From an optimization exercise on the open Yosys and OpenROAD flow, aimed at small area, a short achievable clock period and few clock cycles per item; shortcuts taken in it are not production practice.
Function was checked by simulation only, so behaviour that the tests miss may differ from the original.

[run.sh]
#!/bin/bash
# synth_recipe.tcl (not shown) runs the flow's synth.tcl, then flattens the netlist and writes it again
# the make line also repeats each setting of config.mk as NAME=value (left out here)
make -C /OpenROAD-flow-scripts/flow DESIGN_CONFIG=/design/flow/config.mk WORK_HOME=/design/flow/orfs CLKGATE_MAP_FILE= SYNTH_SCRIPT=/design/flow/synth_recipe.tcl finish
[config.mk]
export PLATFORM = sky130hd
export DESIGN_NAME = chachaBlockCore
export DESIGN_NICKNAME = chachaBlockCore
export VERILOG_FILES = /design/flow/design.v
export SDC_FILE = /design/flow/constraint.sdc
export NUM_CORES = 4
export LEC_CHECK = 0
export CAP_MARGIN = 20
export CORE_MARGIN = 2
export CORE_UTILIZATION = 40
export SLEW_MARGIN = 20
[constraint.sdc]
create_clock -name core_clock -period 10.0 [get_ports {clk}]
set_input_delay 2.0000 -clock core_clock [delete_from_list [all_inputs] [get_ports {clk}]]
set_output_delay 2.0000 -clock core_clock [all_outputs]
set_load 0.01 [all_outputs]
[design.v]
package chachaPkg;
    localparam int unsigned WordWidth  = 32;
    localparam int unsigned StateWords = 16;
    localparam int DefaultDoubleRounds = 10;
    localparam int DefaultCountWidth   = 8;
    typedef logic [WordWidth-1:0] chachaWord;
    localparam int unsigned RotA = 16;
    localparam int unsigned RotB = 12;
    localparam int unsigned RotC = 8;
    localparam int unsigned RotD = 7;
    function automatic chachaWord rotl(input chachaWord w, input integer n);
        rotl = (w << n) | (w >> (WordWidth - n));
    endfunction
endpackage
`timescale 1ns/1ps
module quarterRoundUnit #(
    parameter int K = 0
) (
    input  logic [511:0] sIn,
    output logic [511:0] sOut
);
    localparam int Diag = K / 4;
    localparam int T    = K % 4;
    localparam int Rot  = (T == 0) ? chachaPkg::RotA :
                          (T == 1) ? chachaPkg::RotB :
                          (T == 2) ? chachaPkg::RotC : chachaPkg::RotD;
    for (genvar j = 0; j < 4; j++) begin : g_q
        localparam int IA = j;
        localparam int IB = 4  + (j + Diag) % 4;
        localparam int IC = 8  + (j + 2 * Diag) % 4;
        localparam int ID = 12 + (j + 3 * Diag) % 4;
        chachaPkg::chachaWord sum;
        if (T == 0 || T == 2) begin : g_ad
            assign sum = sIn[32*IA +: 32] + sIn[32*IB +: 32];
            assign sOut[32*IA +: 32] = sum;
            assign sOut[32*ID +: 32] = chachaPkg::rotl(sIn[32*ID +: 32] ^ sum, Rot);
            assign sOut[32*IB +: 32] = sIn[32*IB +: 32];
            assign sOut[32*IC +: 32] = sIn[32*IC +: 32];
        end else begin : g_cb
            assign sum = sIn[32*IC +: 32] + sIn[32*ID +: 32];
            assign sOut[32*IC +: 32] = sum;
            assign sOut[32*IB +: 32] = chachaPkg::rotl(sIn[32*IB +: 32] ^ sum, Rot);
            assign sOut[32*IA +: 32] = sIn[32*IA +: 32];
            assign sOut[32*ID +: 32] = sIn[32*ID +: 32];
        end
    end
endmodule
`timescale 1ns/1ps
module roundSequencer #(
    parameter int DoubleRounds = chachaPkg::DefaultDoubleRounds,
    parameter int CountWidth   = chachaPkg::DefaultCountWidth
) (
    input  logic                  clk,
    input  logic                  rstN,
    input  logic                  start,
    output logic                  slotFree,
    output logic                  exitNow,
    output logic                  outLoad,
    output logic                  busy,
    output logic                  blockReady,
    output logic [CountWidth-1:0] blockCount
);
    localparam int PassWidth = $clog2(DoubleRounds);
    logic                 valid [8];
    logic [PassWidth-1:0] pass  [8];
    logic                 busyR;
    assign busy     = busyR;
    assign slotFree = ~busyR;
    always_ff @(posedge clk or negedge rstN) begin
        if (!rstN) begin
            for (int i = 0; i < 8; i++) begin
                valid[i] <= 1'b0;
                pass[i]  <= '0;
            end
            busyR      <= 1'b0;
            exitNow    <= 1'b0;
            outLoad    <= 1'b0;
            blockReady <= 1'b0;
            blockCount <= '0;
        end else begin
            for (int i = 0; i < 7; i++) begin
                valid[i+1] <= valid[i];
                pass[i+1]  <= pass[i];
            end
            if (slotFree) begin
                valid[0] <= start;
                pass[0]  <= '0;
            end else begin
                valid[0] <= valid[7];
                pass[0]  <= pass[7] + 1'b1;
            end
            busyR      <= valid[6] && (pass[6] != PassWidth'(DoubleRounds - 1));
            exitNow    <= valid[6] && (pass[6] == PassWidth'(DoubleRounds - 1));
            outLoad    <= exitNow;
            blockReady <= outLoad;
            if (outLoad)
                blockCount <= blockCount + 1'b1;
        end
    end
endmodule
`timescale 1ns/1ps
module stateMatrix (
    input  logic         clk,
    input  logic         slotFree,
    input  logic         outLoad,
    input  logic [511:0] stateIn,
    output logic [511:0] blockOut
);
    logic [511:0] workState [8];
    logic [511:0] initState [8];
    logic [511:0] stepOut   [8];
    for (genvar k = 0; k < 8; k++) begin : g_step
        quarterRoundUnit #(.K(k)) u_step (.sIn(workState[k]), .sOut(stepOut[k]));
    end
    always_ff @(posedge clk) begin
        for (int k = 0; k < 7; k++) begin
            workState[k+1] <= stepOut[k];
            initState[k+1] <= initState[k];
        end
        workState[0] <= slotFree ? stateIn : stepOut[7];
        initState[0] <= slotFree ? stateIn : initState[7];
    end
    chachaPkg::chachaWord sumA  [4];
    chachaPkg::chachaWord sumD  [4];
    chachaPkg::chachaWord lastB [4];
    chachaPkg::chachaWord initB [4];
    chachaPkg::chachaWord lastC [4];
    chachaPkg::chachaWord initC [4];
    for (genvar j = 0; j < 4; j++) begin : g_ff
        localparam int IA = j;
        localparam int IB = 4  + (j + 1) % 4;
        localparam int IC = 8  + (j + 2) % 4;
        localparam int ID = 12 + (j + 3) % 4;
        always_ff @(posedge clk) begin
            sumA[j]  <= workState[7][32*IA +: 32] + initState[7][32*IA +: 32];
            sumD[j]  <= workState[7][32*ID +: 32] + initState[7][32*ID +: 32];
            lastB[j] <= stepOut[7][32*IB +: 32];
            initB[j] <= initState[7][32*IB +: 32];
            lastC[j] <= stepOut[7][32*IC +: 32];
            initC[j] <= initState[7][32*IC +: 32];
            if (outLoad) begin
                blockOut[32*IA +: 32] <= sumA[j];
                blockOut[32*ID +: 32] <= sumD[j];
                blockOut[32*IB +: 32] <= lastB[j] + initB[j];
                blockOut[32*IC +: 32] <= lastC[j] + initC[j];
            end
        end
    end
endmodule
`timescale 1ns/1ps
module chachaBlockCore #(
    parameter int DoubleRounds = chachaPkg::DefaultDoubleRounds,
    parameter int CountWidth   = chachaPkg::DefaultCountWidth
) (
    input  logic                  clk,
    input  logic                  rstN,
    input  logic                  start,
    input  logic [511:0]          stateIn,
    output logic                  busy,
    output logic                  blockReady,
    output logic [511:0]          blockOut,
    output logic [CountWidth-1:0] blockCount
);
    logic slotFree;
    logic exitNow;
    logic outLoad;
    roundSequencer #(
        .DoubleRounds (DoubleRounds),
        .CountWidth   (CountWidth)
    ) roundSequencer_inst (
        .clk        (clk),
        .rstN       (rstN),
        .start      (start),
        .slotFree   (slotFree),
        .exitNow    (exitNow),
        .outLoad    (outLoad),
        .busy       (busy),
        .blockReady (blockReady),
        .blockCount (blockCount)
    );
    stateMatrix stateMatrix_inst (
        .clk      (clk),
        .slotFree (slotFree),
        .outLoad  (outLoad),
        .stateIn  (stateIn),
        .blockOut (blockOut)
    );
endmodule
==> run_summary.xml <==
<?xml version="1.0" encoding="UTF-8"?>
<metrics>
  <group name="setup_path">
    <metric name="timing.critical_path.cells" unit="">clkdlybuf4s50_1</metric>
    <metric name="rr_worst_depth" unit="">11</metric>
    <metric name="critical_path_buf_inv_count" unit="">1</metric>
    <metric name="critPathCaptureType" unit="">output pin</metric>
    <metric name="timing.critical_path.slowest_stage_cell" unit="">sky130_fd_sc_hd__dfrtp_4</metric>
    <metric name="timing.critical_path.fanout_max" unit="">31</metric>
    <metric name="crit_start" unit="">roundSequencer_inst.busyR</metric>
    <metric name="cp_top_family" unit="">flip-flops</metric>
    <metric name="cp.depth" unit="">1</metric>
    <metric name="critical_path_required" unit="ns">8.00</metric>
    <metric name="start_kind" unit="">flop</metric>
    <metric name="worst-setup-path-type" unit="">flop to output pin</metric>
    <metric name="cpPeakStageDelay" unit="ns">0.90</metric>
    <metric name="crit-reg2reg-launch" unit="">stateMatrix_inst.workState[7][390]</metric>
    <metric name="worstPathArrival" unit="ns">2.76</metric>
  </group>
  <group name="run_status">
    <metric name="run_status" unit="">complete, no violations</metric>
  </group>
  <group name="synth">
    <metric name="synth_area_leader_cell" unit="">sky130_fd_sc_hd__dfxtp_1</metric>
    <metric name="yosys-top-cells-area" unit="">sky130_fd_sc_hd__dfxtp_1 (62%), sky130_fd_sc_hd__ha_1 (6.4%), sky130_fd_sc_hd__edfxtp_1 (5.3%), sky130_fd_sc_hd__xor2_1 (4.1%), sky130_fd_sc_hd__xnor2_1 (3.1%)</metric>
    <metric name="synth_seq_area_share" unit="%">67.7</metric>
    <metric name="synthAdderAreaFrac" unit="%">6.77</metric>
    <metric name="synthMostInstantiatedCell" unit="">sky130_fd_sc_hd__dfxtp_1</metric>
    <metric name="synth.net_count" unit="">24800</metric>
    <metric name="synth.avg_cell_area" unit="sq um">12.7</metric>
    <metric name="netlist_top_cells_count" unit="">sky130_fd_sc_hd__dfxtp_1 (8960), sky130_fd_sc_hd__nand2_1 (2111), sky130_fd_sc_hd__ha_1 (1490), sky130_fd_sc_hd__xor2_1 (1343), sky130_fd_sc_hd__a21oi_1 (1210)</metric>
    <metric name="post_synth_num_cell_types" unit="">115</metric>
    <metric name="yosys.area.top_type_share" unit="%">62.0</metric>
    <metric name="synth-async-reset-ratio" unit="%">0.546</metric>
    <metric name="postSynthRegisterBits" unit="">9524</metric>
    <metric name="synth-edff-count" unit="">512</metric>
    <metric name="yosys_warnings" unit="">29</metric>
    <metric name="post_synth_inst_count" unit="">22800</metric>
    <metric name="main_combinational_cell_family_by_area_after_synthesis" unit="">compound AO/OA/AOI/OAI gates</metric>
    <metric name="mux_share_of_post_synthesis_cell_area" unit="%">1.27</metric>
    <metric name="synth-xor-area-share" unit="%">7.70</metric>
    <metric name="compound_gate_portion_of_the_synthesized_area" unit="%">9.13</metric>
    <metric name="post_synth_instance_area" unit="sq um">289000</metric>
    <metric name="simple_gate_fraction_of_synth_area" unit="%">6.57</metric>
    <metric name="synth_top_flop_cell" unit="">sky130_fd_sc_hd__dfxtp_1</metric>
  </group>
  <group name="detailed_routing">
    <metric name="post_drt_antenna_nets" unit="">0</metric>
    <metric name="met1Wirelength" unit="microns">480000</metric>
    <metric name="detail_route.vias_per_cell" unit="">5.03</metric>
    <metric name="totalWireLength" unit="microns">1080000</metric>
    <metric name="detail_route.first_pass.iterations" unit="">8</metric>
    <metric name="top_sig_layer" unit="">met5</metric>
    <metric name="drcViolationCount" unit="">0</metric>
    <metric name="dr.first_iter.drc_count" unit="">16700</metric>
    <metric name="wl_met2" unit="microns">461000</metric>
    <metric name="number_of_vias_in_the_routed_layout" unit="">177000</metric>
    <metric name="wl_per_cell" unit="microns">30.6</metric>
    <metric name="routed_met3_length" unit="microns">71000</metric>
  </group>
  <group name="sta">
    <metric name="maxClockFrequency" unit="MHz">210</metric>
    <metric name="hold_violations" unit="">0</metric>
    <metric name="timing_max_transition_violations_final" unit="">0</metric>
    <metric name="setup_violations" unit="">0</metric>
    <metric name="worst_slew_margin_rel" unit="%">7.11</metric>
    <metric name="finalCriticalPeriod" unit="ns">4.76</metric>
    <metric name="clock-skew-final" unit="ns">0.102</metric>
    <metric name="rsz0062_at_grt" unit="">false</metric>
    <metric name="final_min_period_over_clock_period" unit="%">47.6</metric>
    <metric name="worst-slew-pin-transition" unit="ns">1.39</metric>
    <metric name="timing.setup.tns" unit="ns">0</metric>
  </group>
  <group name="global_routing">
    <metric name="gr-usage-all-layers" unit="%">28.3</metric>
    <metric name="global_route_wire_length_before_repair" unit="microns">1410000</metric>
    <metric name="grt_antenna_before_repair" unit="">202</metric>
    <metric name="grt_start_max_net_pins" unit="">135</metric>
    <metric name="globalRoute.totalOverflow" unit="">0</metric>
    <metric name="vias_in_the_first_global_route" unit="">168000</metric>
  </group>
  <group name="place">
    <metric name="gpl.final_weighted_congestion" unit="">1.02</metric>
    <metric name="numPlacedInstances" unit="">33200</metric>
    <metric name="hpwl" unit="microns">889000</metric>
    <metric name="port_buffers" unit="">1036</metric>
  </group>
  <group name="floorplan">
    <metric name="top_level_i_o_count" unit="">1037</metric>
    <metric name="initial_core_util" unit="%">40.1</metric>
    <metric name="placement_rows" unit="">312</metric>
    <metric name="height_of_the_die" unit="microns">855</metric>
    <metric name="die-width" unit="microns">855</metric>
    <metric name="design.core.area" unit="sq um">721000</metric>
    <metric name="die-area" unit="sq um">730000</metric>
  </group>
  <group name="final_layout">
    <metric name="area_delta_synth_final" unit="%">19.2</metric>
    <metric name="drive_gt1_share" unit="%">8.76</metric>
    <metric name="finish.utilization" unit="%">47.8</metric>
    <metric name="fin_cells" unit="">35100</metric>
    <metric name="ff_latch_area" unit="sq um">196000</metric>
    <metric name="multiInputGateArea" unit="sq um">91300</metric>
    <metric name="num-fill-cells" unit="">63800</metric>
    <metric name="finish.net_count" unit="">26600</metric>
  </group>
  <group name="clocking">
    <metric name="cts.path.max_buffers" unit="">4</metric>
    <metric name="cts_tree" unit="">yes</metric>
    <metric name="clock_sink_count" unit="">9524</metric>
    <metric name="numCtsBuffers" unit="">901</metric>
    <metric name="cts_resized" unit="">0</metric>
    <metric name="clock_tree.root_cell" unit="">sky130_fd_sc_hd__clkbuf_16</metric>
    <metric name="worst_skew_pair.late_latency" unit="ns">1.22</metric>
    <metric name="clk_pin_slew" unit="ns">0.06</metric>
    <metric name="htreeDepth" unit="">6</metric>
    <metric name="cts_hold_buffers" unit="">0</metric>
    <metric name="post_cts_setup_bufs" unit="">0</metric>
  </group>
  <group name="run">
    <metric name="maxCapViolCount" unit="">0</metric>
  </group>
  <group name="worst_hold_path">
    <metric name="hold_path.startpoint" unit="">stateMatrix_inst.initState[3][213]</metric>
    <metric name="hold-path-cell-count" unit="">0</metric>
    <metric name="min-delay-path-class" unit="">flop to flop</metric>
  </group>
</metrics>
## metal layers
layer,vias to the layer above,global-route usage (%)
li1,81800,-
met1,86800,39.3
met2,6594,42.9
met3,1566,4.58
met4,36,14.3
met5,-,0
## kinds of logic (layout without fill, tap and decap cells)
kind of cell / after synthesis / after routing
XOR/XNOR: 2435 / 2435
adder cells (fa/ha/maj): 1538 / 1538
multiplexers: 328 / 328
AO/OA/AOI/OAI: 4037 / 4037
other: 0 / 235
buffers and inverters: 627 / 3171
flip-flops: 9524 / 9524
AND/OR/NAND/NOR: 4281 / 4281
## worst paths after layout
| check | endpoint | slack [ns] |
|---|---|---|
| max | busy | 5.24 |
| min | stateMatrix_inst.initState[4][213] | 0.27 |
| max reg2reg | stateMatrix_inst.workState[0][196] | 5.35 |
| min reg2reg | stateMatrix_inst.initState[4][213] | 0.27 |
| max in group asynchronous | roundSequencer_inst.busyR | 8.70 |
| min in group asynchronous | roundSequencer_inst.blockCount[6] | 0.84 |
## metrics by stage
step / hold slack (ns) / area, sq um / worst slack, ns
2_1_floorplan: 0.310 / 289000 / 2.69
3_3_place_gp: 0.310 / 312000 / 5.28
3_5_place_dp: 0.312 / 312000 / 5.52
4_1_cts: 0.270 / 344000 / 5.12
5_1_grt: 0.267 / 345000 / 5.14
6_report: 0.270 / 345000 / 5.24
## area by class of cell
type                    instances  area share (%)
well taps                    9577            3.47
repair buffers               1144            3.29
inverters                     334           0.365
diodes                        235           0.170
clock buffers                1226            7.56
flip-flops and latches       9524            56.8
multi-input cells           12600            26.5
clock inverters               467            1.85
## state kept, by name (all words and copies together), names as in the netlist, 8 cells and up
register,count
stateMatrix_inst.initC,128
stateMatrix_inst.workState,4096
stateMatrix_inst.lastB,128
stateMatrix_inst.lastC,128
roundSequencer_inst.pass,32
roundSequencer_inst.valid,8
stateMatrix_inst.sumD,128
stateMatrix_inst.sumA,128
stateMatrix_inst.initState,4096
stateMatrix_inst.blockOut,512
roundSequencer_inst.blockCount,8
stateMatrix_inst.initB,128
## layout by cell type, fill, tap and decap left out, types with 323 or more instances in the layout
| master | instances |
|---|---|
| sky130_fd_sc_hd__dfxtp_1 | 8952 |
| sky130_fd_sc_hd__nand2_1 | 2111 |
| sky130_fd_sc_hd__ha_1 | 1490 |
| sky130_fd_sc_hd__xor2_1 | 1336 |
| sky130_fd_sc_hd__a21oi_1 | 1210 |
| sky130_fd_sc_hd__clkdlybuf4s50_1 | 1035 |
| sky130_fd_sc_hd__xnor2_1 | 996 |
| sky130_fd_sc_hd__clkbuf_16 | 932 |
| sky130_fd_sc_hd__a21o_1 | 878 |
| sky130_fd_sc_hd__nor2_1 | 868 |
| sky130_fd_sc_hd__o21ai_0 | 598 |
| sky130_fd_sc_hd__edfxtp_1 | 512 |
| sky130_fd_sc_hd__inv_1 | 332 |
| sky130_fd_sc_hd__mux2_2 | 323 |
Testbench counts, summed over its fixed seeds: cycles 1,352, items 128.

==> afterwards: timing with drivers on the ports <==
Ports are ideal in the flow. The routed layout listed here was re-timed in OpenROAD.
Step 1, drivers: a clkbuf_16 drives clk and a buf_2 each remaining input, both assumed.
Step 2 also shifts input and output timing later by t, the mid clock arrival at the registers, as if the neighbouring blocks saw the same clock.
a / b / c = no drivers / after step 1 / after step 2; a / b = the first two.
t, ns: 1.307
setup slack, ns: 5.240 / 5.111 / 5.348
clock arrival spread, ns: 0.115 / 0.115
After both steps setup and hold are still met in this run. The setup slack of this run moves by -0.129 ns with the drivers and by +0.108 ns with both steps.
